From an optimization exercise on the open Yosys and OpenROAD flow, aimed at small area; shortcuts taken in it are not production practice. In this exercise RTL edits were held to simulation tests only and were not proved equivalent to the original. Power and IR drop assume default switching activity.

`flow/design.v`:
```
`default_nettype none
package mips_pkg;
  localparam int XLEN   = 32;
  localparam int NREGS  = 32;
  localparam int REG_AW = 5;
  localparam logic [5:0] OPC_RTYPE = 6'b000000;
  localparam logic [5:0] OPC_ADDI  = 6'b001000;
  localparam logic [5:0] OPC_ADDIU = 6'b001001;
  localparam logic [5:0] OPC_SLTI  = 6'b001010;
  localparam logic [5:0] OPC_SLTIU = 6'b001011;
  localparam logic [5:0] OPC_ANDI  = 6'b001100;
  localparam logic [5:0] OPC_ORI   = 6'b001101;
  localparam logic [5:0] OPC_XORI  = 6'b001110;
  localparam logic [5:0] FN_SLL  = 6'b000000;
  localparam logic [5:0] FN_SRL  = 6'b000010;
  localparam logic [5:0] FN_SRA  = 6'b000011;
  localparam logic [5:0] FN_ADD  = 6'b100000;
  localparam logic [5:0] FN_ADDU = 6'b100001;
  localparam logic [5:0] FN_SUB  = 6'b100010;
  localparam logic [5:0] FN_SUBU = 6'b100011;
  localparam logic [5:0] FN_AND  = 6'b100100;
  localparam logic [5:0] FN_OR   = 6'b100101;
  localparam logic [5:0] FN_XOR  = 6'b100110;
  localparam logic [5:0] FN_NOR  = 6'b100111;
  localparam logic [5:0] FN_SLT  = 6'b101010;
  localparam logic [5:0] FN_SLTU = 6'b101011;
  typedef enum logic [3:0] {
    ALU_NONE = 4'd0,
    ALU_ADD  = 4'd1,
    ALU_SUB  = 4'd2,
    ALU_AND  = 4'd3,
    ALU_OR   = 4'd4,
    ALU_XOR  = 4'd5,
    ALU_NOR  = 4'd6,
    ALU_SLT  = 4'd7,
    ALU_SLTU = 4'd8,
    ALU_SLL  = 4'd9,
    ALU_SRL  = 4'd10,
    ALU_SRA  = 4'd11
  } alu_op_t;
  function automatic alu_op_t decode_op(input logic [5:0] opc, input logic [5:0] func);
    alu_op_t op;
    op = ALU_NONE;
    if (opc == OPC_RTYPE) begin
      case (func)
        FN_ADD, FN_ADDU: op = ALU_ADD;
        FN_SUB, FN_SUBU: op = ALU_SUB;
        FN_AND:          op = ALU_AND;
        FN_OR:           op = ALU_OR;
        FN_XOR:          op = ALU_XOR;
        FN_NOR:          op = ALU_NOR;
        FN_SLT:          op = ALU_SLT;
        FN_SLTU:         op = ALU_SLTU;
        FN_SLL:          op = ALU_SLL;
        FN_SRL:          op = ALU_SRL;
        FN_SRA:          op = ALU_SRA;
        default:         op = ALU_NONE;
      endcase
    end else begin
      case (opc)
        OPC_ADDI, OPC_ADDIU: op = ALU_ADD;
        OPC_SLTI:            op = ALU_SLT;
        OPC_SLTIU:           op = ALU_SLTU;
        OPC_ANDI:            op = ALU_AND;
        OPC_ORI:             op = ALU_OR;
        OPC_XORI:            op = ALU_XOR;
        default:             op = ALU_NONE;
      endcase
    end
    decode_op = op;
  endfunction
endpackage
`default_nettype wire
`default_nettype none
import mips_pkg::*;
module mips_alu
#(
  parameter int XLEN = mips_pkg::XLEN
) (
  input  logic [XLEN-1:0] a_i,
  input  logic [XLEN-1:0] b_i,
  input  mips_pkg::alu_op_t op_i,
  output logic [XLEN-1:0] result_o,
  output logic            valid_o
);
  logic [4:0] shamt;
  assign shamt = b_i[4:0];
  always_comb begin
    result_o = '0;
    valid_o  = 1'b1;
    case (op_i)
      ALU_ADD:  result_o = a_i + b_i;
      ALU_SUB:  result_o = a_i - b_i;
      ALU_AND:  result_o = a_i & b_i;
      ALU_OR:   result_o = a_i | b_i;
      ALU_XOR:  result_o = a_i ^ b_i;
      ALU_NOR:  result_o = ~(a_i | b_i);
      ALU_SLT:  result_o = {{(XLEN-1){1'b0}}, ($signed(a_i) < $signed(b_i))};
      ALU_SLTU: result_o = {{(XLEN-1){1'b0}}, (a_i < b_i)};
      ALU_SLL:  result_o = a_i << shamt;
      ALU_SRL:  result_o = a_i >> shamt;
      ALU_SRA:  result_o = $unsigned($signed(a_i) >>> shamt);
      default: begin
        result_o = '0;
        valid_o  = 1'b0;
      end
    endcase
  end
endmodule
`default_nettype wire
`default_nettype none
import mips_pkg::*;
module mips_exec_top
#(
  parameter int XLEN  = mips_pkg::XLEN,
  parameter int NREGS = mips_pkg::NREGS
) (
  input  logic            clock,
  input  logic            reset_n,
  input  logic [5:0]      opc,
  input  logic [5:0]      func,
  input  logic [4:0]      Number1,
  input  logic [4:0]      Number2,
  output logic [XLEN-1:0] exit
);
  logic [XLEN-1:0] regs_q [NREGS];
  logic [XLEN-1:0] exit_q;
  logic [XLEN-1:0] exit_d;
  mips_pkg::alu_op_t alu_op;
  logic            use_imm;
  logic [XLEN-1:0] op_a;
  logic [XLEN-1:0] op_b;
  logic [XLEN-1:0] alu_res;
  logic            alu_valid;
  assign alu_op = mips_pkg::decode_op(opc, func);
  assign use_imm = (opc != OPC_RTYPE);
  assign op_a = (Number1 == 5'd0) ? '0 : regs_q[Number1];
  assign op_b = use_imm            ? {{(XLEN-5){1'b0}}, Number2}
              : (Number2 == 5'd0)  ? '0 : regs_q[Number2];
  mips_alu #(
    .XLEN (XLEN)
  ) u_alu (
    .a_i      (op_a),
    .b_i      (op_b),
    .op_i     (alu_op),
    .result_o (alu_res),
    .valid_o  (alu_valid)
  );
  assign exit_d = alu_valid ? alu_res : exit_q;
  always_ff @(posedge clock or negedge reset_n) begin
    if (!reset_n) begin
      exit_q <= '0;
      for (int i = 0; i < NREGS; i++) begin
        regs_q[i] <= XLEN'(i);
      end
    end else begin
      exit_q <= exit_d;
      if (alu_valid && (Number1 != 5'd0)) begin
        regs_q[Number1] <= alu_res;
      end
    end
  end
  assign exit = exit_q;
endmodule
`default_nettype wire
```
`flow/run.sh`:
```
#!/bin/bash
# synth_recipe.tcl (not shown) runs the flow's synth.tcl, then flattens the netlist and writes it again
# the make line also repeats each setting of config.mk as NAME=value (left out here)
make -C /OpenROAD-flow-scripts/flow DESIGN_CONFIG=/design/flow/config.mk WORK_HOME=/design/flow/orfs CLKGATE_MAP_FILE= SYNTH_SCRIPT=/design/flow/synth_recipe.tcl finish
```
`flow/config.mk`:
```
export PLATFORM = sky130hd
export DESIGN_NAME = mips_exec_top
export DESIGN_NICKNAME = mips_exec_top
export VERILOG_FILES = /design/flow/design.v
export SDC_FILE = /design/flow/constraint.sdc
export NUM_CORES = 4
export LEC_CHECK = 0
export CAP_MARGIN = 20
export CORE_MARGIN = 2
export CORE_UTILIZATION = 40
export SETUP_SLACK_MARGIN = 0.2
export SLEW_MARGIN = 20
```
`flow/constraint.sdc`:
```
create_clock -name core_clock -period 7.0 [get_ports {clock}]
set_input_delay 1.4000 -clock core_clock [delete_from_list [all_inputs] [get_ports {clock}]]
set_output_delay 1.4000 -clock core_clock [all_outputs]
set_load 0.01 [all_outputs]
```
==> flow_summary.toml <==
[outcome]
status = "complete, no violations"

[placement]
dpl.hpwl_mm = 278
routabilityCongestion = 1.12
io_buffers = 55
placed_cell_area_um2 = 72100
dp_slack_ps = -1420

[floorplan]
core.rowCount = 141
design.die.area_um2 = 152000
core-area_um2 = 148000
fp.dieH_um = 390
fp.dieW_um = 390
ioPinCount = 56
start_util_pct = 40.3

[worst_setup_path]
crit_family = "buffers and inverters"
path_cells = "clkdlybuf4s50_1, buf_12, buf_4, nand2b_2, nor3_4, buf_6, a22o_1, nor3_1, a32oi_4, buf_4, buf_4, inv_8, buf_4, mux2i_1, buf_4, mux2i_1, buf_4, a222oi_1, nand2_1, a211oi_1, buf_4, and3_1, buf_12, o21ai_0"
worstPathMaxFanout = 36
path_buf_inv = 12
cp-end-kind = "flip-flop"
critPathMaxStageDelay_ps = 790
rrSetupSlack_ps = 1230
worstPathRequired_ps = 7610
crit_top_cell = "buf_4"
arrival_ps = 7380
crit_slowest_cell = "a211oi_1"
worst_setup_path_start_kind = "primary input"
path_class = "in -> reg"

[cts]
cts_root_buf = "clkbuf_16"
cts_tree = "built"
cts_buffers = 115
clkTransAtPathRegs_ps = 60
clock-sinks = 1024
clock_latency_ps = 810
cts_buffer_depth = 3
h-tree-depth = 3

[timing]
max_freq_mhz = 148
fin_hold_ws_ps = 479
worst_slack_ps = 228
slew_headroom_pct = 24.3
slew_violations = 0
hold_viol = 0
finalCritPeriodShare_pct = 96.7
tightestPinTransition_ps = 1130
setup_viol = 0
finClkSkew_ps = 87.5
fin_crit_ps = 6770
rsz0062_at_grt = "false"
setup_tns_ps = 0

[synthesis]
syn-cell-area_um2 = 59600
ys_seq_area_share_pct = 43.2
synthesis.nets = 7188
synthFlopType = "dfrtp_1"
synth_cell_types = 104
synth.avg_cell_area_um2 = 8.44
synth_area_leaders = "dfrtp_1 (40%), a21oi_1 (5.3%), a22oi_1 (5.1%)"
synth_top_area_share_pct = 39.6
ys_ff_latch = 1024
synth_cells = 7059
synth.yosys.warnings = 3
synth_top_area_cell = "dfrtp_1"
synth-async-reset-ratio_pct = 100
synth_edf_count = 0

[global_route]
use_met2_pct = 69.9
grt_use_total_pct = 49.3
grtUsageMet1_pct = 58.4
grt_pass1_wl_mm = 525
gr-usage-met3_pct = 19.4
grt_max_degree = 169
grt_pass1_vias = 64400
grt.busiest_layer = "met2"
grt_overflow = 0
antenna_found_initial = 20

[drt]
wirelength_mm = 385
vias_per_cell = 6.89
dr.pass1.iters = 12
via_count = 68400
routedWlPerCell_um = 38.8
ant_nets = 0
drc = 0
drt_iter0_drc = 12200

[power]
p_leak_nw = 34.5
irDropWorstVdd_mv = 0.233
p_per_area_nw_per_um2 = 246

[final_layout]
layout_common_cells = "buf_4 (1154), dfrtp_1 (944), nand2_1 (780)"
areaGrowthSynthToFinish_pct = 30.0
drive_gt1_share_pct = 24.2
layout_commonest_cell = "buf_4"
final_area_um2 = 77500
final_nets = 8006

[hold_path]
hold_class = "reg -> reg"

[run]
cap_viol_max_count = 0
## logic make-up after synthesis
| kind of cell | Yosys count | share of synthesized area [%] |
|---|---|---|
| flops | 1024 | 43.2 |
| fa+ha+maj | 105 | 2.23 |
| buf+inv | 792 | 5.63 |
| simple gates | 2618 | 20.4 |
| mux | 160 | 2.80 |
| xor+xnor | 29 | 0.426 |
| compound gates | 2331 | 25.4 |
## metrics by stage
stage          power, mW  cells  util [%]
2_1_floorplan       9.34   7059         -
3_3_place_gp        12.0   9655      48.8
3_5_place_dp        12.0   9655      48.8
4_1_cts             18.8   9876      51.8
5_1_grt             19.6   9908      52.4
6_report            19.1   9920      52.4
## cell usage after synthesis (92+ instances only)
cell / count
dfrtp_1: 944
and3_1: 140
a21oi_1: 636
mux2i_1: 138
a22oi_1: 407
o21ai_0: 596
clkbuf_1: 515
inv_1: 92
nor2_1: 683
nand4_1: 152
nand3_1: 526
ha_1: 103
nand2_1: 793
nor3_1: 92
## power by group
group,leakage [nW],internal (mW),switching (mW)
Sequential,13.5,6.75,0.939
Clock,2.00,3.85,2.84
Combinational,19.0,1.87,2.83
Total,34.5,12.5,6.61
## per-layer routing
metal  vias up  share of wire (%)
met5         -               0.13
met4        20                 11
met3      2045                 14
met2      5983                 40
met1     32700                 35
li1      27600                  -
## what timing repair did
action / in CTS / in global routing
pin swaps: 8 / 30
endpoints found under the setup margin: 611 / 606
resized for setup: 42 / 127
hold buffers: 0 / 0
cloned: 2 / 4
hold endpoints to repair: 0 / 0
buffers inserted: 3 / 26
## layout make-up
class                   instances  area, µm²
diodes                         14       35.0
clock buffers                 151       3200
clock inverters                65        950
fillers                     13900      70300
inverters                      97        373
multi-input cells            5243      32000
flip-flops and latches       1024      25700
well taps                    1930       2410
repair buffers               1396      12800
## state kept, by name, indices dropped and copies added (netlist names)
register	cells
exit_q	32
regs_q	992
## final timing paths
path | from | cells past startpoint | endpoint
max in group asynchronous | reset_n | 2 | regs_q[2][10]
max | Number2[0] | 24 | regs_q[11][18]
min reg2reg | exit_q[9] | 2 | exit_q[9]
min in group asynchronous | reset_n | 1 | regs_q[11][29]
min | exit_q[9] | 2 | exit_q[9]
max reg2reg | regs_q[4][0] | 19 | regs_q[11][18]
## tightest hold or removal path: stages (launching register included)
cell and delay (ps):
dfrtp_1 340, nand2_1 50, nand2_1 50

[re-timing with driven ports]
The flow's constraints put no driver on any port. The routed layout listed below was extracted and timed again, unchanged, in two steps.
Step 1 assumes that a clkbuf_16 drives the clock port and a buf_2 every other input.
Step 2, shift: input delay + t, output delay - t, t = (earliest + latest rising clock arrival at the registers) / 2. This alone moves slack from input paths to output paths.
Three values: no drivers, after step 1, after step 2; two values: the first two.
t (ns): 0.850
setup WS [ns]: 0.228 / 0.188 / -0.662
latest minus earliest clock arrival (ns): 0.088 / 0.088
worst register clock-pin slew, ns: 0.07 / 0.07
Met with ideal ports but missed after step 2: setup timing in this run. For this run, drivers alone change the setup slack by -0.040 ns; drivers and shift together by -0.890 ns.
